This design comes from an exercise in tuning for small area and a short achievable clock period on the open sky130 flow, not from production work.
In this exercise RTL edits were held to simulation tests only and were not proved equivalent to the original.
No activity file was given, so power comes from the tool's default toggle rates.

File: run.sh
#!/bin/bash
# synth_recipe.tcl (not shown) runs the flow's synth.tcl, then flattens the netlist and writes it again
# the make line also repeats each setting of config.mk as NAME=value (left out here)
make -C /OpenROAD-flow-scripts/flow DESIGN_CONFIG=/design/flow/config.mk WORK_HOME=/design/flow/orfs CLKGATE_MAP_FILE= SYNTH_SCRIPT=/design/flow/synth_recipe.tcl finish
File: config.mk
export PLATFORM = sky130hd
export DESIGN_NAME = spi_frame_receiver
export DESIGN_NICKNAME = spi_frame_receiver
export VERILOG_FILES = /design/flow/design.v
export SDC_FILE = /design/flow/constraint.sdc
export NUM_CORES = 4
export LEC_CHECK = 0
export CAP_MARGIN = 20
export CORE_MARGIN = 2
export CORE_UTILIZATION = 60
export CTS_CLUSTER_DIAMETER = 45
export CTS_CLUSTER_SIZE = 24
export PLACE_DENSITY = 0.7
export SETUP_SLACK_MARGIN = 3.0
export SLEW_MARGIN = 20
File: constraint.sdc
create_clock -name core_clock -period 5.5 [get_ports {clock}]
set_input_delay 1.1000 -clock core_clock [delete_from_list [all_inputs] [get_ports {clock}]]
set_output_delay 1.1000 -clock core_clock [all_outputs]
set_load 0.01 [all_outputs]
File: design.v
package spi_pkg;
    localparam logic [7:0] CMD_DRAW   = 8'h01;
    localparam logic [7:0] CMD_UPLOAD = 8'h02;
    localparam logic [7:0] CMD_CLEAR  = 8'h03;
    localparam logic [7:0] CMD_STATUS = 8'h04;
    localparam int STAT_OVF_BIT   = 7;
    localparam int STAT_FULL_BIT  = 6;
    localparam int STAT_EMPTY_BIT = 5;
    localparam int STAT_LVL_W     = 5;
    typedef struct packed {
        logic [7:0]  id;
        logic [15:0] x;
        logic [15:0] y;
        logic [7:0]  scale;
    } draw_entry_t;
    typedef enum logic [2:0] {
        ST_IDLE,
        ST_CMD,
        ST_DRAW,
        ST_UP_SEL,
        ST_UP_ADDR_H,
        ST_UP_ADDR_L,
        ST_UP_DATA,
        ST_DISCARD
    } state_t;
    function automatic logic [7:0] status_byte(input logic ovf, input logic full,
                                               input logic empty, input logic [31:0] level);
        logic [7:0] s;
        s = '0;
        s[STAT_OVF_BIT]          = ovf;
        s[STAT_FULL_BIT]         = full;
        s[STAT_EMPTY_BIT]        = empty;
        s[STAT_LVL_W-1:0]        = (level > 31) ? 5'd31 : level[STAT_LVL_W-1:0];
        status_byte = s;
    endfunction
endpackage
module draw_fifo
#(
    parameter int  DEPTH = 32
) (
    input  logic                     i_core_clk,
    input  logic                     i_arst_n,
    input  logic                     i_push,
    input  spi_pkg::draw_entry_t     i_push_dat,
    input  logic                     i_pop,
    input  logic                     i_clr,
    output spi_pkg::draw_entry_t     o_head_dat,
    output logic                     o_empty,
    output logic                     o_full,
    output logic [$clog2(DEPTH):0]   o_level,
    output logic                     o_overflow
);
    localparam int RN = 31;      
    logic [RN-1:0][47:0] r_ring;
    logic [47:0]   r_head;
    logic [RN-1:0] r_rd_oh;      
    logic [4:0]    r_phase;
    logic [4:0]    r_wr_neg;
    logic          r_pend;       
    logic [5:0]    r_level;
    logic          r_empty;
    logic          r_full;
    logic          r_ovf;
    logic [47:0]   w_dat;
    logic          w_inject;
    logic          w_pop;
    logic          w_lvl1, w_lvl2, w_lvl31, w_ge2;
    function automatic logic [4:0] inc31(input logic [4:0] v);
        inc31 = (v == 5'd30) ? 5'd0 : v + 5'd1;
    endfunction
    function automatic logic [4:0] dec31(input logic [4:0] v);
        dec31 = (v == 5'd0) ? 5'd30 : v - 5'd1;
    endfunction
    assign w_dat    = i_push_dat;
    assign w_lvl1   = (r_level == 6'd1);
    assign w_lvl2   = (r_level == 6'd2);
    assign w_lvl31  = (r_level == 6'd31);
    assign w_ge2    = ~r_empty & ~w_lvl1;
    assign w_pop    = i_pop & ~r_empty;
    assign w_inject = r_pend & (r_phase == r_wr_neg);
    always_ff @(posedge i_core_clk) begin
        r_ring <= {r_ring[RN-2:0], w_inject ? w_dat : r_ring[RN-1]};
    end
    logic          w_sel_ring;
    logic          w_sel_dat_pop;
    logic          w_sel_dat_keep;
    logic          w_sel_head;
    logic [47:0]   w_pop_val;
    logic [47:0]   w_keep_val;
    assign w_sel_ring     = ~i_clr & w_ge2 & ~(r_pend & w_lvl2);
    assign w_sel_dat_pop  = ~i_clr & ((r_pend & w_lvl2) | (w_lvl1 & i_push));
    assign w_sel_dat_keep = ~i_clr & r_empty & i_push;
    assign w_sel_head     = ~i_clr & ~(r_empty & i_push);
    always_comb begin
        w_pop_val = {48{w_sel_dat_pop}} & w_dat;
        for (int i = 0; i < RN; i++)
            w_pop_val = w_pop_val | ({48{w_sel_ring & r_rd_oh[i]}} & r_ring[i]);
    end
    assign w_keep_val = ({48{w_sel_dat_keep}} & w_dat) | ({48{w_sel_head}} & r_head);
    logic w_ring_push;
    assign w_ring_push = i_push & ~i_clr & ~r_empty & (w_pop ? ~w_lvl1 : ~r_full);
    logic [5:0] w_lvl_inc, w_lvl_dec;
    assign w_lvl_inc = r_level + 6'd1;
    assign w_lvl_dec = r_level - 6'd1;
    always_ff @(posedge i_core_clk or negedge i_arst_n) begin
        if (!i_arst_n) begin
            r_head   <= '0;
            r_rd_oh  <= RN'(1);
            r_phase  <= '0;
            r_wr_neg <= '0;
            r_pend   <= 1'b0;
            r_level  <= '0;
            r_empty  <= 1'b1;
            r_full   <= 1'b0;
            r_ovf    <= 1'b0;
        end else begin
            r_head  <= w_pop ? w_pop_val : w_keep_val;
            r_phase <= inc31(r_phase);
            r_pend  <= w_ring_push | (r_pend & ~w_inject);
            if (i_clr) begin
                r_rd_oh  <= RN'(1);
                r_wr_neg <= inc31(r_phase);
                r_level  <= '0;
                r_empty  <= 1'b1;
                r_full   <= 1'b0;
                r_ovf    <= 1'b0;
            end else begin
                r_rd_oh  <= (w_pop & w_ge2) ? {r_rd_oh[RN-3:0], r_rd_oh[RN-1:RN-2]}
                                            : {r_rd_oh[RN-2:0], r_rd_oh[RN-1]};
                if (w_ring_push) r_wr_neg <= dec31(r_wr_neg);
                if (w_pop) begin
                    r_level <= i_push ? r_level : w_lvl_dec;
                    r_empty <= ~i_push & w_lvl1;
                    r_full  <= i_push & r_full;
                end else begin
                    r_level <= (i_push & ~r_full) ? w_lvl_inc : r_level;
                    r_empty <= r_empty & ~i_push;
                    r_full  <= r_full | (i_push & w_lvl31);
                    if (i_push && r_full) r_ovf <= 1'b1;
                end
            end
        end
    end
    assign o_head_dat = r_head;
    assign o_empty    = r_empty;
    assign o_full     = r_full;
    assign o_level    = r_level;
    assign o_overflow = r_ovf;
endmodule
module spi_frame_receiver
#(
    parameter int SPRITE_NUM    = 16,
    parameter int SPRITE_ADDR_W = 12,
    parameter int QUEUE_DEPTH   = 32,
    parameter int SYNC_STAGES   = 2
) (
    input  logic                            clock,
    input  logic                            reset_n,
    input  logic                            spi_sck,
    input  logic                            spi_mosi,
    input  logic                            spi_cs_n,
    output logic                            spi_miso,
    output logic [$clog2(SPRITE_NUM)-1:0]   sprite_w_select,
    output logic                            sprite_w_en,
    output logic [SPRITE_ADDR_W-1:0]        sprite_w_addr,
    output logic [7:0]                      sprite_w_data,
    input  logic                            dequeue,
    output logic                            is_empty,
    output logic [7:0]                      sprite_id,
    output logic [15:0]                     sprite_x,
    output logic [15:0]                     sprite_y,
    output logic [7:0]                      sprite_scale,
    output logic [$clog2(QUEUE_DEPTH):0]    queue_level,
    output logic                            overflow
);
    localparam int SEL_W = $clog2(SPRITE_NUM);
    localparam int LVL_W = $clog2(QUEUE_DEPTH) + 1;
    logic [SYNC_STAGES-1:0] r_sck_sync;
    logic [SYNC_STAGES-1:0] r_mosi_sync;
    logic [SYNC_STAGES-1:0] r_cs_sync;
    logic                   r_sck_prev;
    logic                   r_cs_prev;
    logic [7:0]  r_shift;
    logic [2:0]  r_bit_cnt;
    logic        r_byte_vld;
    logic [6:0]  r_miso_sr;      
    logic        r_miso;         
    spi_pkg::state_t        r_state;
    logic [2:0]             r_grp;
    spi_pkg::draw_entry_t   r_entry;
    logic [SEL_W-1:0]       r_sel;
    logic [SPRITE_ADDR_W-1:0] r_ptr;
    logic [SPRITE_ADDR_W-1:0] r_waddr;
    logic [7:0]             r_wdata;
    logic                   r_wen;
    logic                   r_push;
    logic                   r_clr;
    logic        w_sck;
    logic        w_mosi;
    logic        w_cs;
    logic        w_sck_rise;
    logic        w_sck_fall;
    logic        w_frame_start;
    logic        w_byte_done;
    spi_pkg::draw_entry_t w_head;
    logic        w_empty;
    logic        w_full;
    logic        w_overflow;
    logic [LVL_W-1:0] w_level;
    logic [7:0]  w_status;
    always_ff @(posedge clock or negedge reset_n) begin
        if (!reset_n) begin
            r_sck_sync  <= '0;
            r_cs_sync   <= '1;
            r_sck_prev  <= 1'b0;
            r_cs_prev   <= 1'b1;
        end else begin
            r_sck_sync  <= SYNC_STAGES'({r_sck_sync, spi_sck});
            r_cs_sync   <= SYNC_STAGES'({r_cs_sync, spi_cs_n});
            r_sck_prev  <= w_sck;
            r_cs_prev   <= w_cs;
        end
    end
    always_ff @(posedge clock) begin
        r_mosi_sync <= SYNC_STAGES'({r_mosi_sync, spi_mosi});
    end
    assign w_sck         = r_sck_sync[SYNC_STAGES-1];
    assign w_mosi        = r_mosi_sync[SYNC_STAGES-1];
    assign w_cs          = r_cs_sync[SYNC_STAGES-1];
    assign w_sck_rise    = w_sck & ~r_sck_prev & ~w_cs;
    assign w_sck_fall    = ~w_sck & r_sck_prev;
    assign w_frame_start = r_cs_prev & ~w_cs;
    assign w_byte_done   = w_sck_rise & (r_bit_cnt == 3'd7);
    always_ff @(posedge clock or negedge reset_n) begin
        if (!reset_n) begin
            r_bit_cnt  <= '0;
            r_byte_vld <= 1'b0;
        end else if (w_cs) begin
            r_bit_cnt  <= '0;
            r_byte_vld <= 1'b0;
        end else begin
            r_byte_vld <= w_byte_done;
            if (w_sck_rise) r_bit_cnt <= r_bit_cnt + 3'd1;
        end
    end
    always_ff @(posedge clock) begin
        if (w_sck_rise) r_shift <= {r_shift[6:0], w_mosi};
    end
    assign w_status = spi_pkg::status_byte(w_overflow, w_full, w_empty, 32'(w_level));
    always_ff @(posedge clock or negedge reset_n) begin
        if (!reset_n) begin
            r_miso_sr <= '0;
            r_miso    <= 1'b0;
        end else if (w_cs) begin
            r_miso_sr <= '0;
            r_miso    <= 1'b0;
        end else if (w_frame_start) begin
            r_miso_sr <= w_status[6:0];
            r_miso    <= w_status[7];
        end else if (w_byte_done) begin
            r_miso_sr <= '0;
            r_miso    <= 1'b0;
        end else if (w_sck_fall) begin
            r_miso_sr <= {r_miso_sr[5:0], 1'b0};
            r_miso    <= r_miso_sr[6];
        end
    end
    assign spi_miso = r_miso;
    always_ff @(posedge clock or negedge reset_n) begin
        if (!reset_n) begin
            r_state <= spi_pkg::ST_IDLE;
            r_grp   <= '0;
            r_sel   <= '0;
            r_waddr <= '0;
            r_wdata <= '0;
            r_wen   <= 1'b0;
            r_push  <= 1'b0;
            r_clr   <= 1'b0;
        end else begin
            r_wen  <= 1'b0;
            r_push <= 1'b0;
            r_clr  <= 1'b0;
            if (w_cs) begin
                r_state <= spi_pkg::ST_IDLE;
                r_grp   <= '0;
            end else if (r_state == spi_pkg::ST_IDLE) begin
                r_state <= spi_pkg::ST_CMD;
            end else if (r_byte_vld) begin
                case (r_state)
                    spi_pkg::ST_CMD: begin
                        case (r_shift)
                            spi_pkg::CMD_DRAW: begin
                                r_state <= spi_pkg::ST_DRAW;
                                r_grp   <= '0;
                            end
                            spi_pkg::CMD_UPLOAD: r_state <= spi_pkg::ST_UP_SEL;
                            spi_pkg::CMD_CLEAR: begin
                                r_clr   <= 1'b1;
                                r_state <= spi_pkg::ST_DISCARD;
                            end
                            default: r_state <= spi_pkg::ST_DISCARD;
                        endcase
                    end
                    spi_pkg::ST_DRAW: begin
                        if (r_grp == 3'd5) r_push <= 1'b1;
                        r_grp <= (r_grp == 3'd5) ? 3'd0 : r_grp + 3'd1;
                    end
                    spi_pkg::ST_UP_SEL: begin
                        r_sel   <= r_shift[SEL_W-1:0];
                        r_state <= spi_pkg::ST_UP_ADDR_H;
                    end
                    spi_pkg::ST_UP_ADDR_H: r_state <= spi_pkg::ST_UP_ADDR_L;
                    spi_pkg::ST_UP_ADDR_L: r_state <= spi_pkg::ST_UP_DATA;
                    spi_pkg::ST_UP_DATA: begin
                        r_wen   <= 1'b1;
                        r_waddr <= r_ptr;
                        r_wdata <= r_shift;
                    end
                    default: ;
                endcase
            end
        end
    end
    always_ff @(posedge clock) begin
        if (!w_cs && r_byte_vld) begin
            if (r_state == spi_pkg::ST_DRAW) begin
                case (r_grp)
                    3'd0:    r_entry.id       <= r_shift;
                    3'd1:    r_entry.x[15:8]  <= r_shift;
                    3'd2:    r_entry.x[7:0]   <= r_shift;
                    3'd3:    r_entry.y[15:8]  <= r_shift;
                    3'd4:    r_entry.y[7:0]   <= r_shift;
                    default: r_entry.scale    <= r_shift;
                endcase
            end
            if (r_state == spi_pkg::ST_UP_ADDR_H) r_ptr[SPRITE_ADDR_W-1:8] <= r_shift[SPRITE_ADDR_W-9:0];
            if (r_state == spi_pkg::ST_UP_ADDR_L) r_ptr[7:0] <= r_shift;
            if (r_state == spi_pkg::ST_UP_DATA)   r_ptr <= r_ptr + SPRITE_ADDR_W'(1);
        end
    end
    draw_fifo #(
        .DEPTH (QUEUE_DEPTH)
    ) u_draw_fifo (
        .i_core_clk (clock),
        .i_arst_n   (reset_n),
        .i_push     (r_push),
        .i_push_dat (r_entry),
        .i_pop      (dequeue),
        .i_clr      (r_clr),
        .o_head_dat (w_head),
        .o_empty    (w_empty),
        .o_full     (w_full),
        .o_level    (w_level),
        .o_overflow (w_overflow)
    );
    assign sprite_w_select = r_sel;
    assign sprite_w_en     = r_wen;
    assign sprite_w_addr   = r_waddr;
    assign sprite_w_data   = r_wdata;
    assign is_empty        = w_empty;
    assign sprite_id       = w_head.id;
    assign sprite_x        = w_head.x;
    assign sprite_y        = w_head.y;
    assign sprite_scale    = w_head.scale;
    assign queue_level     = w_level;
    assign overflow        = w_overflow;
endmodule
==> impl_metrics.csv, run 1 <==
group,metric,value,unit
timing,fin_crit,2.56,ns
route,drtPass1Iterations,6,
floorplan,coreArea,78900,sq um
power,ir_worst_vdd,0.000298,V
clocking,cts-root-buf,"clkbuf_16",
timing,setup_violations,0,
timing,drv_slew,0,
yosys,syn_inst,3442,
floorplan,io_pins,88,
global_routing,antenna_found_initial,3,
critical_path,slowest_stage,"dfstp_2",
critical_path,cpPeakStageDelay,0.59,ns
yosys,synth-seq-cells,1708,
placed_design,port_buffers,87,
timing,rsz0062_at_grt,"yes",
power,power_density,418,nW/um^2
timing,tns,0,ns
placed_design,gp_congestion,0.859,
floorplan,fp.dieH,286,microns
route,wire_per_inst,31.2,microns
placed_design,dp_hpwl,79.5,mm
global_routing,grt_util_all_layers,35.6,%
timing,hold_viol,0,
timing,max_freq,0.391,GHz
route,drtIter0Drc,4720,
yosys,synth_area,47700,sq um
yosys,ys_top_cells_by_count,"dfxtp_1, a221oi_1, a22o_1",
critical_path,crit_type,"flip-flop to primary output",
yosys,yosysMostFrequentCell,"dfxtp_1",
floorplan,start_util,60.5,%
yosys,synthFlopType,"dfxtp_1",
clocking,insertion_delay,0.75,ns
layout,nets,3583,
yosys,synth_edf_count,68,
global_routing,grt_max_degree,89,
yosys,async_reset_ff_share,8.78,%
run_status,outcome,"no timing/DRC/antenna violations",
power,finalPower,0.0229,W
critical_path,worstPathCellList,"buf_6",
yosys,synth_top_area_share,62.6,%
yosys,synth_nets,3459,
route,via_per_inst,6.80,
min_path,hp-class,"flip-flop to flip-flop",
critical_path,startpoint_type,"flip-flop",
route,final_antenna_net_count,0,
clocking,clock-sinks,1708,
floorplan,die_width,286,microns
yosys,syn_area_per_cell,13.9,sq um
power,combPwrFrac,0.4,%
timing,fin_crit_sh,46.5,%
timing,clock_skew,0.0235,ns
layout,area_growth,14.9,%
floorplan,rows,103,
power,swShare,21.5,%
power,power.share.sequential,54.4,%
layout,n_antenna_cell,0,
clocking,clk_path_buf_depth,3,
power,p_clk_share,45.2,%
power,p_int,0.0180,W
global_routing,grt_overflow_total,0,
timing,relSlewSlack,18.8,%
critical_path,worstSetupEndpointType,"primary output",
critical_path,crit_family,"flip-flops",
critical_path,cp_num_buf_inv,1,
critical_path,critPathMaxFanout,2,
global_routing,grt_pass1_wl,214,mm
power,p_leak,21.2,nW
route,route.detailed.drc,0,
yosys,yosysWarnings,2,
route,via_count,32180,
global_routing,grt_pass1_vias,32319,
yosys,synthTopCellsByArea,"dfxtp_1, dfrtp_1, a221oi_1",
clocking,htree_levels,4,
clocking,cts.clk_slew.worst_paths,0.06,ns
yosys,ys_seq_area_share,74.7,%
layout,drive_gt1_share,15.7,%
clocking,tritoncts,"yes",
route,drt-total-wl,147,mm
critical_path,worstPathRequired,4.40,ns
floorplan,die-area,81700,sq um
yosys,synthDistinctLibCells,55,
run,cap_violations,0,
power,p_switching,0.00492,W
critical_path,arrival,1.46,ns
yosys,synth_top_area_cell,"dfxtp_1",
layout,n_fill_cell,5391,
timing,tightest_slew,1.22,ns
clocking,cts_buffers,139,
==> registers in the layout, summed over array words and instances, names as in the netlist, 2 cells and up <==
signal	cells
u_draw_fifo.r_ring	1488
r_entry	48
u_draw_fifo.r_head	48
u_draw_fifo.r_rd_oh	31
r_ptr	12
r_waddr	12
r_shift	8
r_wdata	8
r_miso_sr	7
u_draw_fifo.r_level	6
u_draw_fifo.r_phase	5
u_draw_fifo.r_wr_neg	5
r_sel	4
r_bit_cnt	3
r_grp	3
r_state	3
r_cs_sync	2
r_mosi_sync	2
r_sck_sync	2
==> routing by layer <==
layer | track usage (%) | share of wire [%]
met5 | 0 | 0.0075
met4 | 16.6 | 4.5
met1 | 47.6 | 39
met3 | 8.77 | 11
met2 | 55.0 | 45
==> kinds of logic after synthesis <==
kind of cell               count (synthesis)  synth area share, %
muxes                                     76                 1.79
buffers and inverters                    238                 1.98
AOI/OAI and AO/OA                        943                 16.1
and+or+nand+nor                          439                 4.66
xor gates and xnor gates                  27                0.496
DFF                                     1708                 74.7
adders and majority gates                 11                0.289
==> path summary, 6_finish.rpt <==
check,endpoint,slack (ns),from,cells past startpoint
max,is_empty,2.94,u_draw_fifo.r_empty,1
min,r_mosi_sync[1],0.32,r_mosi_sync[0],0
max reg2reg,u_draw_fifo.r_head[1],2.96,u_draw_fifo.r_rd_oh[30],6
min reg2reg,r_mosi_sync[1],0.32,r_mosi_sync[0],0
max in group asynchronous,u_draw_fifo.r_head[14],3.89,reset_n,2
min in group asynchronous,r_waddr[8],0.43,reset_n,1
==> per-stage QoR <==
step	cell area (sq um)	instances	setup WS, ns	hold WS (ns)	util (%)
global placement	49500	4411	2.11	0.312	62.8
CTS	54600	4724	2.81	0.327	69.2
finish	54800	4732	2.94	0.324	69.4
global route	54800	4732	2.92	0.333	69.4
detailed placement	49500	4411	2.06	0.317	62.8
floorplan	47700	3442	3.05	0.310	-
==> worst reg2reg max path, cell delays in order (launching register included) <==
cell	delay [ns]
dfrtp_4	0.74
buf_4	0.44
a22oi_1	0.37
nand4_1	0.13
nor4_1	0.37
nor3_1	0.09
a221o_1	0.28
==> placed cells by master (no fill, tap or decap), types with 73 or more instances in the layout <==
cell and n:
a221oi_1 246, a22o_1 236, a22oi_1 223, buf_4 103, clkbuf_16 148, dfrtp_1 98
dfxtp_1 1490, mux2_2 73, nand2_1 137, nand4_1 119
==> repair_timing <==
| action | 4_1_cts | 5_1_grt |
|---|---|---|
| gates resized for setup | 314 | 32 |
| gates cloned | 2 | 0 |
| endpoints found under the setup margin | 168 | 90 |
| hold buffers | 0 | 0 |
| pin swaps | 5 | 2 |
| buffers inserted | 54 | 7 |
| hold endpoints to repair | 0 | 0 |
==> power groups by stage <==
stage,Clock (W),Sequential (W),Combinational (W)
after floorplan,0,0.0128,0.0000281
after global placement,0,0.0128,0.0000745
after detailed placement,0,0.0128,0.0000770
after CTS,0.0104,0.0125,0.0000827
after global routing,0.0109,0.0125,0.0000925
final,0.0104,0.0125,0.0000834
==> layout make-up <==
cell class | instances | area (sq um) | area share, %
Multi-Input combinational cell | 1498 | 11300 | 20.6
Tap cell | 1050 | 1310 | 2.40
Clock buffer | 165 | 3820 | 6.97
Timing Repair Buffer | 206 | 1570 | 2.86
Clock inverter | 92 | 993 | 1.81
Inverter | 13 | 48.8 | 0.0891
Sequential cell | 1708 | 35700 | 65.3
==> run 2, diff against run 1 <==
--- a/design.v
+++ b/design.v
@@ -60,3 +60,4 @@
     logic [5:0]    r_level;
-    logic          r_empty;
+    logic          r_nempty;     
+    logic          w_empty;
     logic          r_full;
@@ -73,2 +74,3 @@
     endfunction
+    assign w_empty  = ~r_nempty;
     assign w_dat    = i_push_dat;
@@ -77,4 +79,4 @@
     assign w_lvl31  = (r_level == 6'd31);
-    assign w_ge2    = ~r_empty & ~w_lvl1;
-    assign w_pop    = i_pop & ~r_empty;
+    assign w_ge2    = ~w_empty & ~w_lvl1;
+    assign w_pop    = i_pop & ~w_empty;
     assign w_inject = r_pend & (r_phase == r_wr_neg);
@@ -83,20 +85,17 @@
     end
-    logic          w_sel_ring;
-    logic          w_sel_dat_pop;
-    logic          w_sel_dat_keep;
-    logic          w_sel_head;
-    logic [47:0]   w_pop_val;
-    logic [47:0]   w_keep_val;
-    assign w_sel_ring     = ~i_clr & w_ge2 & ~(r_pend & w_lvl2);
-    assign w_sel_dat_pop  = ~i_clr & ((r_pend & w_lvl2) | (w_lvl1 & i_push));
-    assign w_sel_dat_keep = ~i_clr & r_empty & i_push;
-    assign w_sel_head     = ~i_clr & ~(r_empty & i_push);
+    logic          w_take_ring;
+    logic          w_take_dat;
+    logic          w_take_head;
+    logic [47:0]   w_ring_rd;
+    assign w_take_ring = ~i_clr & w_pop & w_ge2 & ~(r_pend & w_lvl2);
+    assign w_take_dat  = ~i_clr & (w_pop ? ((r_pend & w_lvl2) | (w_lvl1 & i_push))
+                                         : (w_empty & i_push));
+    assign w_take_head = ~i_clr & ~w_pop & ~(w_empty & i_push);
     always_comb begin
-        w_pop_val = {48{w_sel_dat_pop}} & w_dat;
+        w_ring_rd = '0;
         for (int i = 0; i < RN; i++)
-            w_pop_val = w_pop_val | ({48{w_sel_ring & r_rd_oh[i]}} & r_ring[i]);
+            w_ring_rd = w_ring_rd | ({48{r_rd_oh[i]}} & r_ring[i]);
     end
-    assign w_keep_val = ({48{w_sel_dat_keep}} & w_dat) | ({48{w_sel_head}} & r_head);
     logic w_ring_push;
-    assign w_ring_push = i_push & ~i_clr & ~r_empty & (w_pop ? ~w_lvl1 : ~r_full);
+    assign w_ring_push = i_push & ~i_clr & ~w_empty & (w_pop ? ~w_lvl1 : ~r_full);
     logic [5:0] w_lvl_inc, w_lvl_dec;
@@ -112,3 +111,3 @@
             r_level  <= '0;
-            r_empty  <= 1'b1;
+            r_nempty <= 1'b0;
             r_full   <= 1'b0;
@@ -116,3 +115,4 @@
         end else begin
-            r_head  <= w_pop ? w_pop_val : w_keep_val;
+            r_head  <= ({48{w_take_ring}} & w_ring_rd) | ({48{w_take_dat}} & w_dat)
+                     | ({48{w_take_head}} & r_head);
             r_phase <= inc31(r_phase);
@@ -123,3 +123,3 @@
                 r_level  <= '0;
-                r_empty  <= 1'b1;
+                r_nempty <= 1'b0;
                 r_full   <= 1'b0;
@@ -132,3 +132,3 @@
                     r_level <= i_push ? r_level : w_lvl_dec;
-                    r_empty <= ~i_push & w_lvl1;
+                    r_nempty <= i_push | ~w_lvl1;
                     r_full  <= i_push & r_full;
@@ -136,3 +136,3 @@
                     r_level <= (i_push & ~r_full) ? w_lvl_inc : r_level;
-                    r_empty <= r_empty & ~i_push;
+                    r_nempty <= r_nempty | i_push;
                     r_full  <= r_full | (i_push & w_lvl31);
@@ -144,3 +144,3 @@
     assign o_head_dat = r_head;
-    assign o_empty    = r_empty;
+    assign o_empty    = w_empty;
     assign o_full     = r_full;
--- a/config.mk
+++ b/config.mk
@@ -9,7 +9,7 @@
 export CORE_MARGIN = 2
-export CORE_UTILIZATION = 60
-export CTS_CLUSTER_DIAMETER = 45
-export CTS_CLUSTER_SIZE = 24
-export PLACE_DENSITY = 0.7
-export SETUP_SLACK_MARGIN = 3.0
+export CORE_UTILIZATION = 70
+export CTS_CLUSTER_DIAMETER = 50
+export CTS_CLUSTER_SIZE = 30
+export PLACE_DENSITY = 0.8
+export SETUP_SLACK_MARGIN = 3.3
 export SLEW_MARGIN = 20
==> impl_metrics.csv, run 2 <==
group,metric,value,unit
layout,n_fill_cell,3379,
layout,n_antenna_cell,0,
yosys,synthTopCellsByArea,"dfxtp_1, dfrtp_1, a22oi_1",
clocking,clock-sinks,1708,
global_routing,grt_pass1_vias,31869,
yosys,synth_top_area_share,63.4,%
placed_design,placed_area,48600,sq um
global_routing,antenna_found_initial,2,
floorplan,coreArea,66800,sq um
route,final_antenna_net_count,0,
yosys,synth-seq-cells,1708,
timing,finalWorstSetupSlack,3.02,ns
placed_design,gp_congestion,0.882,
power,finalPower,0.0227,W
yosys,ys_top_cells_by_count,"dfxtp_1, a22oi_1, dfrtp_1",
clocking,htree_levels,3,
yosys,async_reset_ff_share,8.78,%
layout,layout_common_cells,"dfxtp_1, a22oi_1, a22o_1, a221oi_1, nand4_1",
critical_path,cpPeakStageDelay,0.51,ns
yosys,syn_inst,3352,
global_routing,grt_pass1_wl,208,mm
placed_design,port_buffers,87,
critical_path,crit_family,"flip-flops",
timing,hold_viol,0,
clocking,insertion_delay,0.72,ns
critical_path,critPathMaxFanout,2,
clocking,cts_buffers,113,
layout,regMostFlops,"u_draw_fifo.r_ring",
global_routing,grt_util_all_layers,40.4,%
floorplan,die_width,263,microns
route,drtIter0Drc,5302,
timing,tns,0,ns
timing,rsz0062_at_grt,"yes",
power,power_density,419,nW/um^2
route,route.detailed.drc,0,
timing,tightest_slew,1.05,ns
layout,reg_top3,"u_draw_fifo.r_ring (1488), r_entry (48), u_draw_fifo.r_head (48)",
yosys,synthDistinctLibCells,65,
yosys,yosysMostFrequentCell,"dfxtp_1",
critical_path,worstSetupEndpointType,"primary output",
timing,whs,0.321,ns
placed_design,dp_slack,1.75,ns
global_routing,grt_max_degree,78,
yosys,synth_edf_count,68,
critical_path,worstPathRequired,4.40,ns
route,drtPass1Iterations,9,
floorplan,io_pins,88,
placed_design,dp_hpwl,72.7,mm
timing,relSlewSlack,30.1,%
critical_path,worstPathCellList,"buf_6",
critical_path,crit_type,"flip-flop to primary output",
timing,clock_skew,0.0400,ns
route,via_per_inst,7.21,
yosys,ys_seq_area_share,75.8,%
power,ir_worst_vdd,0.000452,V
yosys,synth_top_area_cell,"dfxtp_1",
clocking,clk_path_buf_depth,3,
layout,drive_gt1_share,17.0,%
floorplan,rows,95,
layout,area_growth,15.2,%
run_status,outcome,"no timing/DRC/antenna violations",
power,p_leak,20.9,nW
route,drt-total-wl,149,mm
clocking,tritoncts,"yes",
critical_path,arrival,1.38,ns
route,via_count,32301,
floorplan,start_util,70.4,%
layout,layout_commonest_cell,"dfxtp_1",
layout,nets,3524,
critical_path,slowest_stage,"dfrtp_2",
timing,fin_crit,2.48,ns
clocking,cts.clk_slew.worst_paths,0.10,ns
layout,stdcell_area,54200,sq um
min_path,hp-class,"flip-flop to flip-flop",
timing,max_freq,0.403,GHz
critical_path,cp_num_buf_inv,1,
timing,drv_slew,0,
floorplan,fp.dieH,263,microns
yosys,syn_area_per_cell,14.0,sq um
clocking,cts-root-buf,"clkbuf_16",
global_routing,grt_overflow_total,0,
floorplan,die-area,69300,sq um
yosys,synthFlopType,"dfxtp_1",
critical_path,startpoint_type,"flip-flop",
route,wire_per_inst,33.2,microns
timing,setup_violations,0,
layout,largest_reg_flops,1488,
yosys,synth_nets,3369,
yosys,synth_area,47000,sq um
timing,fin_crit_sh,45.1,%
run,cap_violations,0,
yosys,yosysWarnings,2,
==> run 2: cells by family (layout without fill, tap and decap cells) <==
logic type	Yosys count	in the layout	synth area share [%]
AOI/OAI and AO/OA	918	919	15.2
DFF	1708	1708	75.8
adders and majority gates	11	11	0.293
and+or+nand+nor	398	399	4.53
muxes	74	74	1.77
xor gates and xnor gates	27	27	0.503
buffers and inverters	216	470	1.92
==> run 2: metrics by stage <==
step	utilization [%]	std cells
2_1_floorplan	-	3352
3_3_place_gp	72.7	4151
3_5_place_dp	72.7	4151
4_1_cts	79.9	4422
5_1_grt	81.1	4481
6_report	81.1	4481
==> run 2: cell type report <==
type | count | area, sq um | share of cell area (%)
flip-flops and latches | 1708 | 35800 | 66.0
multi-input cells | 1430 | 10700 | 19.7
clock buffers | 124 | 2990 | 5.53
repair buffers | 241 | 2360 | 4.37
clock inverters | 92 | 1250 | 2.32
well taps | 873 | 1090 | 2.02
inverters | 13 | 48.8 | 0.0901
==> run 2: path summary, 6_finish.rpt <==
| path | start | to | slack (ns) | cells past startpoint |
|---|---|---|---|---|
| setup / recovery | u_draw_fifo.r_head[7] | sprite_scale[7] | 3.02 | 1 |
| hold / removal | r_mosi_sync[0] | r_mosi_sync[1] | 0.32 | 0 |
| setup reg to reg | u_draw_fifo.r_level[1] | u_draw_fifo.r_rd_oh[10] | 3.22 | 7 |
| hold reg to reg | r_mosi_sync[0] | r_mosi_sync[1] | 0.32 | 0 |
| max in group asynchronous | reset_n | u_draw_fifo.r_rd_oh[9] | 3.98 | 2 |
| min in group asynchronous | reset_n | r_wdata[5] | 0.43 | 1 |
==> run 2: layer usage <==
metal / vias to the layer above / track usage [%] / wire length [microns]
li1: 12905 / - / -
met4: 2 / 20.8 / 9680
met3: 705 / 12.4 / 20500
met1: 15881 / 52.2 / 52500
met5: - / 0 / 13
met2: 2808 / 62.0 / 65900
==> run 2: what timing repair did <==
| item | in CTS | in global routing |
|---|---|---|
| buffers inserted | 54 | 55 |
| endpoints found under the hold margin | 0 | 0 |
| hold buffers | 0 | 0 |
| resized for setup | 438 | 51 |
| cloned | 1 | 4 |
| endpoints found under the setup margin | 216 | 252 |
| pin swaps | 3 | 3 |
==> run 2: power by group <==
group | internal (W) | switching, W
combinational | 0.000222 | 0.000431
clock | 0.00448 | 0.00502
sequential | 0.0125 | 0.0000360
total | 0.0172 | 0.00549
==> run 3, diff against run 2 <==
--- a/config.mk
+++ b/config.mk
@@ -13,3 +13,3 @@
 export PLACE_DENSITY = 0.8
-export SETUP_SLACK_MARGIN = 3.3
+export SETUP_SLACK_MARGIN = 3.0
 export SLEW_MARGIN = 20
==> impl_metrics.csv, run 3 <==
group,metric,value,unit
timing,tightest_slew,1.11,ns
timing,hold_viol,0,
yosys,ys_seq_area_share,75.8,%
critical_path,arrival,3.12,ns
global_routing,met1_usage,51.2,%
run_status,outcome,"no timing/DRC/antenna violations",
critical_path,r2r_end,"u_draw_fifo.r_head[30]",
timing,rsz0062_at_grt,"no",
global_routing,grt_pass1_vias,32107,
min_path,hold_depth,0,
floorplan,rows,95,
yosys,synthTopCellsByArea,"dfxtp_1, dfrtp_1, a22oi_1",
critical_path,r2r_start,"u_draw_fifo.r_rd_oh[28]",
clocking,htree_levels,3,
yosys,synth_nets,3369,
floorplan,fp.dieH,263,microns
route,final_antenna_net_count,0,
power,ir_worst_vdd,0.000398,V
layout,drive_gt1_share,13.4,%
critical_path,startpoint_type,"flip-flop",
clocking,cts_buffers,113,
yosys,synth_top_area_cell,"dfxtp_1",
critical_path,worstPathRequired,6.08,ns
layout,reg_top3,"u_draw_fifo.r_ring (1488), r_entry (48), u_draw_fifo.r_head (48)",
critical_path,critPathMaxFanout,33,
power,p_leak,20.4,nW
critical_path,crit_type,"flip-flop to flip-flop",
global_routing,antenna_found_initial,5,
yosys,yosysMostFrequentCell,"dfxtp_1",
route,drt-total-wl,138,mm
layout,layout_commonest_cell,"dfxtp_1",
route,drtIter0Drc,4686,
yosys,synthFlopType,"dfxtp_1",
yosys,ys_top_cells_by_count,"dfxtp_1, a22oi_1, dfrtp_1",
yosys,async_reset_ff_share,8.78,%
placed_design,dp_hpwl,72.5,mm
yosys,synth_area,47000,sq um
yosys,synthDistinctLibCells,65,
placed_design,gp_congestion,0.882,
layout,regMostFlops,"u_draw_fifo.r_ring",
yosys,synth-seq-cells,1708,
yosys,syn_area_per_cell,14.0,sq um
layout,layout_common_cells,"dfxtp_1, a22oi_1, a22o_1, a221oi_1, nand4_1",
global_routing,grt_pass1_wl,202,mm
placed_design,port_buffers,87,
clocking,cts-root-buf,"clkbuf_16",
timing,tns,0,ns
layout,area_growth,13.0,%
clocking,tritoncts,"yes",
layout,nets,3448,
timing,drv_slew,0,
route,via_per_inst,7.10,
clocking,insertion_delay,0.72,ns
route,route.detailed.drc,0,
layout,final_cells,4404,
global_routing,grt_max_degree,90,
floorplan,io_pins,88,
min_path,min_to,"u_draw_fifo.r_ring[997]",
min_path,hp-class,"flip-flop to flip-flop",
timing,relSlewSlack,25.7,%
clocking,cts_hold_buf,0,
yosys,synth_edf_count,68,
global_routing,use_met2,60.7,%
global_routing,grt_overflow_total,0,
clocking,clk_path_buf_depth,3,
floorplan,start_util,70.4,%
floorplan,coreArea,66800,sq um
critical_path,ff2ff_setup_slack,2.96,ns
critical_path,reg2reg_depth,6,
timing,max_freq,0.394,GHz
yosys,syn_inst,3352,
global_routing,grt_use_met3,9.69,%
placed_design,post-place-cells,4149,
yosys,synth_top_area_share,63.4,%
timing,clock_skew,0.0423,ns
route,wire_per_inst,31.3,microns
floorplan,die_width,263,microns
route,via_count,31287,
yosys,yosysWarnings,2,
min_path,holdCritStartpoint,"u_draw_fifo.r_ring[949]",
route,drtPass1Iterations,6,
clocking,clock-sinks,1708,
timing,fin_crit_sh,46.1,%
floorplan,die-area,69300,sq um
critical_path,worstSetupEndpointType,"flip-flop",
global_routing,grt_util_all_layers,39.1,%
clocking,cts.clk_slew.worst_paths,0.10,ns
run,cap_violations,0,
layout,largest_reg_flops,1488,
power,power_density,427,nW/um^2
global_routing,grt_busiest_layer,"met2",
timing,fin_crit,2.54,ns
timing,setup_violations,0,
==> run 3: cell counts after synthesis <==
Identical to the previous run, type by type.
==> run 3: stage by stage <==
| stage | util (%) | area [sq um] | power, W | worst slack [ns] | hold WS, ns |
|---|---|---|---|---|---|
| floorplan | - | 47000 | 0.0131 | 3.16 | 0.310 |
| global placement | 72.7 | 48500 | 0.0133 | 1.93 | 0.313 |
| detailed placement | 72.7 | 48600 | 0.0133 | 1.79 | 0.312 |
| CTS | 79.5 | 53100 | 0.0226 | 3.00 | 0.322 |
| global route | 79.5 | 53100 | 0.0231 | 2.99 | 0.325 |
| finish | 79.5 | 53100 | 0.0227 | 2.96 | 0.314 |
==> run 3: area by class of cell <==
class / count / area, sq um
tap: 873 / 1090
timing repair buffer: 166 / 1350
inverter: 13 / 48.8
multi-input combinational: 1429 / 10600
fill: 3701 / 13700
clock inverter: 94 / 1410
clock buffer: 120 / 2930
antenna: 1 / 2.50
sequential: 1708 / 35700
==> run 3: worst max-delay path by stage <==
stage	slack [ns]	start	cells after the start	to
after CTS	3.00	u_draw_fifo.r_head[4]	1	sprite_scale[4]
final	2.96	u_draw_fifo.r_rd_oh[28]	6	u_draw_fifo.r_head[30]
after global routing	2.99	u_draw_fifo.r_level[1]	8	u_draw_fifo.r_head[18]
after global placement	1.93	dequeue	6	u_draw_fifo.r_head[6]
after detailed placement	1.79	dequeue	6	u_draw_fifo.r_head[18]
after floorplan	3.16	r_state[2]	4	r_entry[32]
==> run 3: repair_timing <==
| action | 4_1_cts | 5_1_grt |
|---|---|---|
| buffers inserted | 36 | 3 |
| endpoints found under the setup margin | 169 | 99 |
| gates cloned | 1 | 0 |
| resized for setup | 189 | 33 |
| pin swaps | 1 | 1 |
| hold endpoints to repair | 0 | 0 |
==> run 3: worst max-delay path, stage by stage (launching register included) <==
cell and delay (ns):
dfrtp_2 0.67, buf_4 0.49, a22o_1 0.32, a221oi_1 0.39, nand4_1 0.18, nor3_1 0.25
o21ai_2 0.07
==> run 3: cells by family after synthesis <==
family	Yosys count	synth area share [%]
buf+inv	216	1.92
compound gates	918	15.2
mux	74	1.77
simple gates	398	4.53
fa+ha+maj	11	0.293
xor+xnor	27	0.503
flops	1708	75.8
==> run 3: power breakdown <==
| group | switching (W) | internal, W |
|---|---|---|
| clock | 0.00503 | 0.00455 |
| sequential | 0.0000342 | 0.0125 |
| combinational | 0.000424 | 0.000175 |
| total | 0.00549 | 0.0172 |
==> run 3: layer usage <==
metal | vias to the layer above | wire length (microns)
met5 | - | 39
met1 | 15467 | 50700
met2 | 2432 | 62600
met4 | 6 | 7320
li1 | 12797 | -
met3 | 585 | 17000
==> run 4, diff against run 3 <==
--- a/config.mk
+++ b/config.mk
@@ -9,6 +9,6 @@
 export CORE_MARGIN = 2
-export CORE_UTILIZATION = 70
-export CTS_CLUSTER_DIAMETER = 50
-export CTS_CLUSTER_SIZE = 30
-export PLACE_DENSITY = 0.8
+export CORE_UTILIZATION = 60
+export CTS_CLUSTER_DIAMETER = 45
+export CTS_CLUSTER_SIZE = 24
+export PLACE_DENSITY = 0.7
 export SETUP_SLACK_MARGIN = 3.0
==> impl_metrics.csv, run 4 <==
group,metric,value,unit
yosys,ys_top_cells_by_count,"dfxtp_1, a22oi_1, dfrtp_1",
yosys,synth_adder_area_share,0.293,%
critical_path,arrival,3.10,ns
yosys,yosysWarnings,2,
timing,hold_viol,0,
power,power_density,437,nW/um^2
placed_design,gp_congestion,0.872,
yosys,synth_nets,3369,
floorplan,io_pins,88,
layout,regMostFlops,"u_draw_fifo.r_ring",
timing,fin_crit_sh,45.4,%
timing,drv_slew,0,
critical_path,crit_type,"flip-flop to flip-flop",
yosys,syn_inst,3352,
yosys,synthXorXnorAreaFrac,0.503,%
timing,clock_skew,0.0329,ns
layout,drive_gt1_share,15.8,%
critical_path,startpoint_type,"flip-flop",
critical_path,worstPathRequired,6.10,ns
power,ir_worst_vdd,0.000316,V
yosys,synthMuxAreaShare,1.77,%
route,drt-total-wl,139,mm
route,route.detailed.drc,0,
critical_path,worstPathCellList,"buf_4 > a22o_1 > a221oi_1 > nand4_1 > nor3_1 > o21ai_2",
critical_path,cpPeakStageDelay,0.66,ns
timing,relSlewSlack,25.2,%
timing,setup_violations,0,
yosys,synthTopCellsByArea,"dfxtp_1, dfrtp_1, a22oi_1",
floorplan,die-area,80600,sq um
yosys,syn_area_per_cell,14.0,sq um
clocking,tritoncts,"yes",
layout,layout_common_cells,"dfxtp_1, a22oi_1, clkbuf_16",
global_routing,antenna_found_initial,3,
run_status,outcome,"no timing/DRC/antenna violations",
critical_path,r2r_start,"u_draw_fifo.r_rd_oh[23]",
yosys,synth-compound-area-share,15.2,%
clocking,clock-sinks,1708,
yosys,async_reset_ff_share,8.78,%
yosys,yosysMostFrequentCell,"dfxtp_1",
placed_design,port_buffers,87,
power,combPwrFrac,2.5,%
timing,max_freq,0.400,GHz
power,p_leak,20.8,nW
global_routing,grt_util_all_layers,33.9,%
placed_design,dp_hpwl,76.9,mm
clocking,clk_path_buf_depth,3,
run,cap_violations,0,
clocking,htree_levels,4,
yosys,synth_simple_gate_area_share,4.53,%
route,wire_per_inst,30.1,microns
global_routing,grt_pass1_wl,203,mm
route,via_per_inst,6.63,
floorplan,fp.dieH,284,microns
floorplan,die_width,284,microns
critical_path,ff2ff_setup_slack,3.00,ns
clocking,insertion_delay,0.75,ns
clocking,cts_hold_buf,0,
yosys,synthDistinctLibCells,65,
power,power.share.sequential,53.1,%
min_path,hold_depth,0,
clocking,cts_buffers,137,
layout,largest_reg_flops,1488,
power,swShare,22.4,%
route,drtIter0Drc,3960,
route,drtPass1Iterations,6,
timing,fin_crit,2.50,ns
layout,nets,3498,
global_routing,grt_max_degree,88,
yosys,synth_top_family_by_area,"compound AO/OA/AOI/OAI gates",
critical_path,worstSetupEndpointType,"flip-flop",
critical_path,reg2reg_depth,6,
timing,rsz0062_at_grt,"yes",
min_path,hp-class,"flip-flop to flip-flop",
power,p_int,0.0183,W
yosys,synth_top_area_share,63.4,%
floorplan,rows,102,
layout,area_growth,14.7,%
yosys,synth_top_area_cell,"dfxtp_1",
critical_path,slowest_stage,"dfrtp_2",
floorplan,coreArea,77500,sq um
clocking,cts.clk_slew.worst_paths,0.08,ns
global_routing,grt_overflow_total,0,
yosys,synth-seq-cells,1708,
layout,layout_commonest_cell,"dfxtp_1",
clocking,cts-root-buf,"clkbuf_16",
timing,tns,0,ns
timing,whs,0.320,ns
min_path,min_to,"u_draw_fifo.r_ring[1216]",
global_routing,grt_pass1_vias,31079,
yosys,synthFlopType,"dfxtp_1",
yosys,ys_seq_area_share,75.8,%
critical_path,r2r_end,"u_draw_fifo.r_head[45]",
route,via_count,30716,
route,final_antenna_net_count,0,
floorplan,start_util,60.7,%
yosys,synth_edf_count,68,
yosys,synth_area,47000,sq um
power,p_switching,0.00527,W
min_path,holdCritStartpoint,"u_draw_fifo.r_ring[1168]",
critical_path,critPathMaxFanout,35,
power,p_clk_share,44.3,%
timing,tightest_slew,1.12,ns
layout,reg_top3,"u_draw_fifo.r_ring (1488), r_entry (48), u_draw_fifo.r_head (48)",
[run 4: metrics by stage]
stage          cells  setup WS [ns]  total power [W]  area [sq um]  util, %
6_report        4635           3.00           0.0236         54000     69.7
3_5_place_dp    4332           1.85           0.0133         48900     63.2
2_1_floorplan   3352           3.16           0.0131         47000        -
5_1_grt         4634           2.95           0.0241         54000     69.7
3_3_place_gp    4332           1.98           0.0133         48900     63.1
4_1_cts         4625           2.92           0.0236         53900     69.6
[run 4: area by class of cell]
type / count / area (sq um)
repair buffers: 193 / 1450
well taps: 1040 / 1300
multi-input cells: 1428 / 10600
fillers: 5194 / 23500
clock buffers: 153 / 3640
clock inverters: 99 / 1230
flip-flops and latches: 1708 / 35700
diodes: 1 / 2.50
inverters: 13 / 48.8
[run 4: logic make-up after synthesis]
logic type / after synthesis
flops: 1708
fa+ha+maj: 11
mux: 74
xor+xnor: 27
simple gates: 398
buf+inv: 216
compound gates: 918
[run 4: per-layer routing]
metal | part of all wire, % | GRT usage, %
met1 | 40 | 46.0
met2 | 46 | 53.5
met3 | 10 | 6.61
met4 | 3.8 | 14.7
met5 | 0 | 0
[run 4: worst max path at each step]
| stage | slack, ns | from | end | cells past startpoint |
|---|---|---|---|---|
| 2_1_floorplan | 3.16 | r_state[2] | r_entry[32] | 4 |
| 3_3_place_gp | 1.98 | dequeue | u_draw_fifo.r_head[47] | 6 |
| 3_5_place_dp | 1.85 | dequeue | u_draw_fifo.r_head[47] | 6 |
| 4_1_cts | 2.92 | u_draw_fifo.r_nempty | is_empty | 2 |
| 5_1_grt | 2.95 | dequeue | u_draw_fifo.r_rd_oh[7] | 5 |
| 6_report | 3.00 | u_draw_fifo.r_rd_oh[23] | u_draw_fifo.r_head[45] | 6 |
[run 4: worst max-delay path: cells and delay by family (launching register included)]
kind                   cells  cell delay (ns)
AOI/OAI and AO/OA          3             0.58
buffers and inverters      1             0.49
and+or+nand+nor            2             0.61
DFF                        1             0.66
[run 4: timing repair]
item,in CTS,in global routing
pin swaps,1,0
gates resized for setup,283,25
endpoints found under the setup margin,141,107
hold endpoints to repair,0,0
cloned,0,0
setup buffers,41,9
[run 4: power by group through the flow]
stage               sequential (W)  combinational [W]  clock (W)
finish                      0.0125           0.000599     0.0104
global route                0.0125           0.000631     0.0110
CTS                         0.0125           0.000584     0.0105
detailed placement          0.0129           0.000432          0
global placement            0.0129           0.000422          0
floorplan                   0.0128           0.000310          0
==> run 5, diff against run 4 <==
--- a/config.mk
+++ b/config.mk
@@ -13,3 +13,3 @@
 export PLACE_DENSITY = 0.7
-export SETUP_SLACK_MARGIN = 3.0
+export SETUP_SLACK_MARGIN = 3.4
 export SLEW_MARGIN = 20
==> impl_metrics.csv, run 5 <==
group,metric,value,unit
clocking,clk_path_buf_depth,3,
timing,tightest_slew,1.04,ns
critical_path,crit_family,"flip-flops",
layout,final_cells,4709,
critical_path,worstPathCellList,"buf_2",
min_path,hp-class,"flip-flop to flip-flop",
run_status,outcome,"no timing/DRC/antenna violations",
yosys,ys_top_cells_by_count,"dfxtp_1, a22oi_1, dfrtp_1",
global_routing,grt_overflow_total,0,
timing,tns,0,ns
power,finalPower,0.0234,W
critical_path,crit_type,"flip-flop to primary output",
min_path,holdCritStartpoint,"u_draw_fifo.r_ring[236]",
route,via_per_inst,6.64,
layout,reg_top3,"u_draw_fifo.r_ring (1488), r_entry (48), u_draw_fifo.r_head (48)",
yosys,synthFlopType,"dfxtp_1",
power,p_leak,21.3,nW
timing,rsz0062_at_grt,"yes",
route,wl_met1,56.0,mm
critical_path,ff2ff_setup_slack,3.40,ns
clocking,cts-root-buf,"clkbuf_16",
floorplan,fp.dieH,284,microns
timing,max_freq,0.406,GHz
route,route.met3.wl,16.4,mm
global_routing,grt_max_degree,84,
route,drtPass1Iterations,8,
floorplan,rows,102,
route,drtIter0Drc,4577,
placed_design,dp_hpwl,74.5,mm
layout,nets,3573,
layout,fin_util,71.3,%
critical_path,worstSetupEndpointType,"primary output",
placed_design,port_buffers,87,
layout,n_fill_cell,4945,
yosys,synth_nets,3369,
yosys,synth-seq-cells,1708,
run,cap_violations,0,
critical_path,arrival,1.36,ns
clocking,cts.clk_slew.worst_paths,0.08,ns
timing,relSlewSlack,30.9,%
timing,fin_crit,2.46,ns
layout,area_growth,17.4,%
critical_path,r2r_end,"u_draw_fifo.r_head[24]",
critical_path,worstPathRequired,4.40,ns
power,power_density,423,nW/um^2
yosys,synthTopCellsByArea,"dfxtp_1, dfrtp_1, a22oi_1",
layout,regMostFlops,"u_draw_fifo.r_ring",
route,wire_per_inst,30.9,microns
layout,largest_reg_flops,1488,
critical_path,reg2reg_depth,6,
critical_path,slowest_stage,"dfrtp_1",
layout,layout_commonest_cell,"dfxtp_1",
critical_path,startpoint_type,"flip-flop",
yosys,yosysWarnings,2,
clocking,htree_levels,4,
yosys,async_reset_ff_share,8.78,%
clocking,clock-sinks,1708,
timing,fin_crit_sh,44.8,%
route,final_antenna_net_count,0,
layout,drive_gt1_share,18.3,%
global_routing,grt_util_all_layers,34.8,%
global_routing,grt_pass1_wl,208,mm
route,route.detailed.drc,0,
placed_design,gp_congestion,0.873,
yosys,synth_area,47000,sq um
power,ir_worst_vdd,0.000362,V
clocking,insertion_delay,0.74,ns
timing,hold_viol,0,
floorplan,die-area,80600,sq um
yosys,syn_inst,3352,
clocking,cts_hold_buf,0,
yosys,synth_top_area_cell,"dfxtp_1",
min_path,hold_depth,0,
min_path,min_to,"u_draw_fifo.r_ring[284]",
floorplan,die_width,284,microns
critical_path,critPathMaxFanout,2,
critical_path,r2r_start,"u_draw_fifo.r_rd_oh[30]",
yosys,synth_edf_count,68,
floorplan,coreArea,77500,sq um
yosys,synth_top_area_share,63.4,%
yosys,syn_area_per_cell,14.0,sq um
timing,setup_violations,0,
global_routing,antenna_found_initial,2,
floorplan,io_pins,88,
critical_path,cpPeakStageDelay,0.45,ns
critical_path,cp_num_buf_inv,1,
timing,drv_slew,0,
route,drt-total-wl,145,mm
floorplan,start_util,60.7,%
layout,layout_common_cells,"dfxtp_1, a22oi_1, clkbuf_16",
global_routing,grt_pass1_vias,31704,
placed_design,post-place-cells,4333,
clocking,cts_buffers,138,
yosys,yosysMostFrequentCell,"dfxtp_1",
route,via_count,31250,
yosys,synthDistinctLibCells,65,
clocking,tritoncts,"yes",
timing,clock_skew,0.0320,ns
yosys,ys_seq_area_share,75.8,%
route,route.met2.wl,66.6,mm
route,highest_layer,"met4",
-- run 5: cell counts after synthesis --
Identical to the previous run, type by type.
-- run 5: through the flow --
| stage | area, sq um | setup WS, ns | hold slack [ns] |
|---|---|---|---|
| global placement | 48900 | 1.97 | 0.313 |
| floorplan | 47000 | 3.33 | 0.310 |
| CTS | 54400 | 3.02 | 0.334 |
| finish | 55200 | 3.04 | 0.326 |
| global route | 55200 | 3.01 | 0.332 |
| detailed placement | 48900 | 1.97 | 0.319 |
-- run 5: where the power goes --
group	leakage, nW	total (W)	switching (W)	internal (W)
Clock	2.28	0.0102	0.00476	0.00542
Combinational	4.49	0.000651	0.000412	0.000238
Sequential	14.6	0.0125	0.0000373	0.0125
-- run 5: timing repair --
| action | 4_1_cts | 5_1_grt |
|---|---|---|
| gates cloned | 2 | 9 |
| pin swaps | 4 | 6 |
| setup buffers | 55 | 57 |
| endpoints found under the setup margin | 279 | 152 |
| gates resized for setup | 461 | 49 |
-- run 5: layer usage --
metal,vias to the layer above,global-route usage (%)
li1,13023,-
met1,15727,46.0
met2,2091,54.6
met3,409,8.05
met4,0,16.5
met5,-,0
-- run 5: cell families (layout without fill, tap and decap cells) --
| kind of cell | count (synthesis) | in the layout | synth area share [%] |
|---|---|---|---|
| DFF | 1708 | 1708 | 75.8 |
| AOI/OAI and AO/OA | 918 | 918 | 15.2 |
| and+or+nand+nor | 398 | 399 | 4.53 |
| buffers and inverters | 216 | 531 | 1.92 |
| muxes | 74 | 74 | 1.77 |
| xor gates and xnor gates | 27 | 27 | 0.503 |
| adders and majority gates | 11 | 11 | 0.293 |
| other | 0 | 1 | 0 |
-- run 5: how the worst max path moves through the flow --
stage / slack, ns / start / cells past startpoint / end
2_1_floorplan: 3.33 / r_state[2] / 4 / r_entry[10]
3_3_place_gp: 1.97 / dequeue / 6 / u_draw_fifo.r_head[3]
3_5_place_dp: 1.97 / dequeue / 7 / u_draw_fifo.r_head[47]
4_1_cts: 3.02 / u_draw_fifo.r_head[46] / 1 / sprite_id[6]
5_1_grt: 3.01 / u_draw_fifo.r_head[26] / 1 / sprite_x[2]
6_report: 3.04 / u_draw_fifo.r_head[46] / 1 / sprite_id[6]
-- run 5: final cells by class --
cell class	instances	area, sq um	share of cell area (%)
Sequential cell	1708	35700	64.8
Multi-Input combinational cell	1429	10700	19.4
Clock buffer	161	3690	6.69
Timing Repair Buffer	266	2710	4.92
Tap cell	1040	1300	2.36
Clock inverter	91	993	1.80
Inverter	13	48.8	0.0884
Antenna cell	1	2.50	0.00453
==> run 6, diff against run 5 <==
--- a/config.mk
+++ b/config.mk
@@ -13,3 +13,4 @@
 export PLACE_DENSITY = 0.7
-export SETUP_SLACK_MARGIN = 3.4
+export SETUP_SLACK_MARGIN = 3.2
 export SLEW_MARGIN = 20
+export TNS_END_PERCENT = 20
==> impl_metrics.csv, run 6 <==
group,metric,value,unit
run_status,outcome,"no timing/DRC/antenna violations",
critical_path,cp_num_buf_inv,1,
layout,reg_top3,"u_draw_fifo.r_ring (1488), r_entry (48), u_draw_fifo.r_head (48)",
route,drtPass1Iterations,6,
timing,relSlewSlack,26.1,%
route,highest_layer,"met5",
timing,rsz0062_at_grt,"yes",
layout,layout_common_cells,"dfxtp_1, a22oi_1, clkbuf_16",
critical_path,r2r_end,"u_draw_fifo.r_head[27]",
timing,finalWorstSetupSlack,3.02,ns
critical_path,path_depth,1,
route,route.detailed.drc,0,
floorplan,start_util,60.7,%
layout,regMostFlops,"u_draw_fifo.r_ring",
layout,n_antenna_cell,0,
critical_path,startpoint_type,"flip-flop",
route,route.met2.wl,63.5,mm
floorplan,coreArea,77500,sq um
yosys,synthDistinctLibCells,65,
critical_path,worstPathRequired,4.40,ns
min_path,hp-class,"primary input to asynchronous set/reset pin",
critical_path,worstSetupEndpointType,"primary output",
yosys,syn_area_per_cell,14.0,sq um
layout,multiInputGateArea,10600,sq um
clocking,clock-sinks,1708,
clocking,clk_path_buf_depth,3,
global_routing,antenna_found_initial,1,
critical_path,cpPeakStageDelay,0.48,ns
yosys,ys_seq_area_share,75.8,%
critical_path,slowest_stage,"dfrtp_2",
route,final_antenna_net_count,0,
timing,fin_crit_sh,45.0,%
critical_path,worstPathCellList,"buf_6",
timing,drv_slew,0,
placed_design,port_buffers,87,
route,drtIter0Drc,4198,
critical_path,crit_type,"flip-flop to primary output",
run,cap_violations,0,
clocking,insertion_delay,0.76,ns
global_routing,grt_pass1_vias,30965,
yosys,synth_nets,3369,
floorplan,fp.dieH,284,microns
critical_path,reg2reg_depth,5,
timing,max_freq,0.404,GHz
yosys,synth_area,47000,sq um
floorplan,io_pins,88,
power,ir_worst_vdd,0.000292,V
route,via_count,30360,
route,wl_met1,54.0,mm
global_routing,grt_pass1_wl,199,mm
timing,tightest_slew,1.11,ns
layout,layout_commonest_cell,"dfxtp_1",
yosys,synth_edf_count,68,
global_routing,grt_max_degree,113,
timing,clock_skew,0.0391,ns
yosys,synthFlopType,"dfxtp_1",
yosys,synth_top_area_cell,"dfxtp_1",
global_routing,grt_overflow_total,0,
yosys,synth_top_area_share,63.4,%
layout,nets,3483,
timing,setup_violations,0,
layout,largest_reg_flops,1488,
placed_design,dp_slack,2.03,ns
layout,drive_gt1_share,15.7,%
layout,fin_util,69.8,%
route,drt-total-wl,137,mm
route,route.met3.wl,14.7,mm
clocking,tritoncts,"yes",
power,p_leak,20.8,nW
critical_path,crit_end,"sprite_x[2]",
layout,seq_area,35700,sq um
floorplan,die-area,80600,sq um
yosys,async_reset_ff_share,8.78,%
layout,area_growth,14.9,%
critical_path,critPathMaxFanout,2,
global_routing,grt_util_all_layers,33.2,%
layout,n_fill_cell,5213,
power,finalPower,0.0235,W
critical_path,r2r_start,"u_draw_fifo.r_rd_oh[18]",
route,wire_per_inst,29.7,microns
route,via_per_inst,6.57,
clocking,cts-root-buf,"clkbuf_16",
floorplan,rows,102,
critical_path,crit_family,"flip-flops",
clocking,cts.clk_slew.worst_paths,0.09,ns
timing,tns,0,ns
yosys,synthTopCellsByArea,"dfxtp_1, dfrtp_1, a22oi_1",
timing,hold_viol,0,
yosys,ys_top_cells_by_count,"dfxtp_1, a22oi_1, dfrtp_1",
placed_design,dp_hpwl,72.7,mm
critical_path,ff2ff_setup_slack,3.05,ns
critical_path,arrival,1.38,ns
clocking,cts_hold_buf,0,
yosys,synth-seq-cells,1708,
timing,fin_crit,2.48,ns
yosys,syn_inst,3352,
yosys,yosysWarnings,2,
placed_design,gp_congestion,0.870,
critical_path,cp-startpoint,"u_draw_fifo.r_head[26]",
yosys,yosysMostFrequentCell,"dfxtp_1",
floorplan,die_width,284,microns
clocking,htree_levels,4,
power,power_density,434,nW/um^2
clocking,cts_buffers,137,
-- run 6: cell counts after synthesis --
No cell type changed its count.
-- run 6: cell families (layout without fill, tap and decap cells) --
family / Yosys count / count (layout) / share of synthesized area [%]
mux: 74 / 74 / 1.77
flops: 1708 / 1708 / 75.8
simple gates: 398 / 398 / 4.53
fa+ha+maj: 11 / 11 / 0.293
compound gates: 918 / 918 / 15.2
xor+xnor: 27 / 27 / 0.503
buf+inv: 216 / 445 / 1.92
-- run 6: metal layers --
metal	vias up	global-route usage (%)
met5	-	0
met4	2	13.4
met3	348	7.38
met2	1932	52.5
met1	15231	44.5
li1	12847	-
-- run 6: per-stage QoR --
step	hold slack, ns	std cells	instance area (sq um)
4_1_cts	0.276	4604	53700
3_5_place_dp	0.324	4321	48800
6_report	0.282	4621	54000
3_3_place_gp	0.323	4321	48800
2_1_floorplan	0.310	3352	47000
5_1_grt	0.302	4621	54000
-- run 6: worst min path at each step --
stage                     cells past startpoint  slack, ns        endpoint      startpoint
final                                         1       0.28      r_waddr[9]         reset_n
after global routing                          1       0.30      r_waddr[9]         reset_n
after CTS                                     1       0.28      r_waddr[9]         reset_n
after detailed placement                      0       0.32  r_mosi_sync[1]  r_mosi_sync[0]
after global placement                        0       0.32  r_mosi_sync[1]  r_mosi_sync[0]
after floorplan                               0       0.31  r_mosi_sync[1]  r_mosi_sync[0]
-- run 6: final cells by class --
| type | instances | area share, % |
|---|---|---|
| clock buffer | 168 | 7.08 |
| clock inverter | 86 | 1.87 |
| inverter | 13 | 0.0903 |
| multi-input combinational | 1428 | 19.6 |
| sequential | 1708 | 66.1 |
| tap | 1040 | 2.41 |
| timing repair buffer | 178 | 2.90 |
-- run 6: what timing repair did --
item / 4_1_cts / 5_1_grt
setup buffers: 29 / 16
gates cloned: 0 / 1
pin swaps: 0 / 3
resized for setup: 326 / 56
endpoints found under the setup margin: 229 / 234
-- run 6: power by group --
group	internal [W]	leakage, nW	total (W)	switching, W
clock	0.00551	2.39	0.0103	0.00483
sequential	0.0125	14.6	0.0125	0.0000369
combinational	0.000187	3.80	0.000587	0.000400
total	0.0182	20.8	0.0235	0.00527
==> run 7, diff against run 6 <==
--- a/config.mk
+++ b/config.mk
@@ -15,2 +15 @@
 export SLEW_MARGIN = 20
-export TNS_END_PERCENT = 20
==> impl_metrics.csv, run 7 <==
group,metric,value,unit
min_path,hp-class,"primary input to asynchronous set/reset pin",
critical_path,worstSetupEndpointType,"primary output",
critical_path,worstPathCellList,"buf_6",
clocking,cts-root-buf,"clkbuf_16",
yosys,synth_edf_count,68,
route,via_per_inst,6.58,
timing,fin_crit_sh,45.0,%
timing,drv_slew,0,
floorplan,io_pins,88,
timing,tns,0,ns
layout,area_growth,15.4,%
placed_design,port_buffers,87,
critical_path,arrival,1.38,ns
timing,rsz0062_at_grt,"yes",
yosys,synthFlopType,"dfxtp_1",
route,drtIter0Drc,4492,
route,via_count,30494,
yosys,synthDistinctLibCells,65,
timing,finalWorstSetupSlack,3.02,ns
timing,max_freq,0.404,GHz
yosys,syn_area_per_cell,14.0,sq um
global_routing,grt_util_all_layers,33.4,%
route,drt-total-wl,138,mm
timing,hold_viol,0,
yosys,syn_inst,3352,
global_routing,grt_pass1_wl,201,mm
timing,relSlewSlack,32.1,%
route,wire_per_inst,29.8,microns
clocking,clock-sinks,1708,
clocking,cts.clk_slew.worst_paths,0.09,ns
critical_path,slowest_stage,"dfrtp_2",
yosys,ys_top_cells_by_count,"dfxtp_1, a22oi_1, dfrtp_1",
yosys,synthTopCellsByArea,"dfxtp_1, dfrtp_1, a22oi_1",
clocking,htree_levels,4,
yosys,synth_nets,3369,
global_routing,antenna_found_initial,2,
layout,nets,3498,
clocking,insertion_delay,0.76,ns
yosys,synth_top_area_share,63.4,%
placed_design,dp_hpwl,72.7,mm
yosys,ys_seq_area_share,75.8,%
yosys,synth_area,47000,sq um
critical_path,crit_family,"flip-flops",
global_routing,grt_pass1_vias,31174,
critical_path,critPathMaxFanout,2,
layout,reg_top3,"u_draw_fifo.r_ring (1488), r_entry (48), u_draw_fifo.r_head (48)",
layout,largest_reg_flops,1488,
global_routing,grt_max_degree,113,
critical_path,worstPathRequired,4.40,ns
placed_design,dp_slack,2.03,ns
floorplan,die-area,80600,sq um
yosys,yosysWarnings,2,
layout,layout_common_cells,"dfxtp_1, a22oi_1, clkbuf_16",
layout,regMostFlops,"u_draw_fifo.r_ring",
critical_path,cpPeakStageDelay,0.48,ns
layout,drive_gt1_share,16.2,%
clocking,clk_path_buf_depth,3,
layout,layout_commonest_cell,"dfxtp_1",
route,drtPass1Iterations,8,
floorplan,rows,102,
critical_path,crit_type,"flip-flop to primary output",
power,p_leak,20.9,nW
route,route.detailed.drc,0,
clocking,cts_buffers,137,
floorplan,die_width,284,microns
timing,setup_violations,0,
run,cap_violations,0,
timing,fin_crit,2.48,ns
critical_path,startpoint_type,"flip-flop",
clocking,tritoncts,"yes",
run_status,outcome,"no timing/DRC/antenna violations",
floorplan,start_util,60.7,%
timing,clock_skew,0.0395,ns
power,power_density,433,nW/um^2
clocking,cts_hold_buf,0,
yosys,async_reset_ff_share,8.78,%
power,ir_worst_vdd,0.000291,V
yosys,yosysMostFrequentCell,"dfxtp_1",
placed_design,gp_congestion,0.870,
yosys,synth_top_area_cell,"dfxtp_1",
timing,tightest_slew,1.02,ns
floorplan,fp.dieH,284,microns
critical_path,cp_num_buf_inv,1,
floorplan,coreArea,77500,sq um
global_routing,grt_overflow_total,0,
yosys,synth-seq-cells,1708,
route,final_antenna_net_count,0,
## run 7: cell counts after synthesis
No cell type changed its count.
## run 7: what timing repair did
| item | CTS | global route |
|---|---|---|
| cloned | 1 | 1 |
| setup buffers | 45 | 14 |
| gates resized for setup | 404 | 51 |
| pin swaps | 3 | 1 |
| endpoints found under the setup margin | 229 | 161 |
## run 7: area by class of cell
| cell class | instances | area (sq um) |
|---|---|---|
| diodes | 1 | 2.50 |
| multi-input cells | 1429 | 10600 |
| flip-flops and latches | 1708 | 35700 |
| fillers | 5178 | 23200 |
| well taps | 1040 | 1300 |
| repair buffers | 192 | 1740 |
| inverters | 13 | 48.8 |
| clock inverters | 86 | 1010 |
| clock buffers | 168 | 3820 |
## run 7: cell families after synthesis
logic type | count (synthesis) | synth area share [%]
xor gates and xnor gates | 27 | 0.503
adders and majority gates | 11 | 0.293
DFF | 1708 | 75.8
buffers and inverters | 216 | 1.92
muxes | 74 | 1.77
AOI/OAI and AO/OA | 918 | 15.2
and+or+nand+nor | 398 | 4.53
## run 7: layer usage
| layer | vias to the layer above | share of wire (%) | global-route usage (%) |
|---|---|---|---|
| met5 | - | 0.038 | 0 |
| met4 | 4 | 4.1 | 13.9 |
| met3 | 391 | 11 | 7.93 |
| met2 | 1961 | 46 | 52.7 |
| met1 | 15263 | 39 | 44.5 |
| li1 | 12875 | - | - |
## run 7: report_power, final
group	switching, W	internal, W
Sequential	0.0000371	0.0125
Clock	0.00482	0.00551
Combinational	0.000424	0.000210
Total	0.00528	0.0182
## run 7: metrics by stage
stage / hold slack, ns / power (W) / std cells / util [%] / area [sq um]
2_1_floorplan: 0.310 / 0.0131 / 3352 / - / 47000
3_3_place_gp: 0.323 / 0.0133 / 4321 / 63.0 / 48800
3_5_place_dp: 0.324 / 0.0133 / 4321 / 63.0 / 48800
6_report: 0.282 / 0.0235 / 4637 / 70.0 / 54300
4_1_cts: 0.276 / 0.0235 / 4621 / 69.6 / 53900
5_1_grt: 0.302 / 0.0241 / 4636 / 70.0 / 54300
## run 7: path summary, 6_finish.rpt
check | startpoint | to | slack (ns) | depth (start not counted)
max | u_draw_fifo.r_head[26] | sprite_x[2] | 3.02 | 1
min | reset_n | r_waddr[9] | 0.28 | 1
max reg2reg | u_draw_fifo.r_rd_oh[8] | u_draw_fifo.r_head[33] | 3.20 | 6
min reg2reg | u_draw_fifo.r_ring[1301] | u_draw_fifo.r_ring[1349] | 0.32 | 0
max in group asynchronous | reset_n | u_draw_fifo.r_rd_oh[15] | 4.09 | 2
min in group core_clock | u_draw_fifo.r_ring[1301] | u_draw_fifo.r_ring[1349] | 0.32 | 0

port drivers added, routing unchanged:
The flow's constraints put no driver on any port. The routed layouts listed below were extracted and timed again, unchanged, in two steps.
Step 1, drivers: a clkbuf_16 drives clock and a buf_2 each remaining input, both assumed.
Step 2, shift: input delay + t, output delay - t, t = (earliest + latest rising clock arrival at the registers) / 2. This alone moves slack from input paths to output paths.
Three values: ideal ports, drivers, drivers and shift; two values: the first two.
run | t (ns) | slack for setup (ns)
run 1 | 0.808 | 2.941 / 2.873 / 2.267
run 2 | 0.772 | 3.019 / 2.951 / 2.368
run 3 | 0.764 | 2.962 / 2.937 / 2.284
run 4 | 0.801 | 3.001 / 2.967 / 2.300
run 5 | 0.796 | 3.038 / 2.970 / 2.755
run 6 | 0.803 | 3.025 / 2.959 / 2.309
run 7 | 0.807 | 3.025 / 2.956 / 2.758
After both steps every run listed still meets setup and hold.
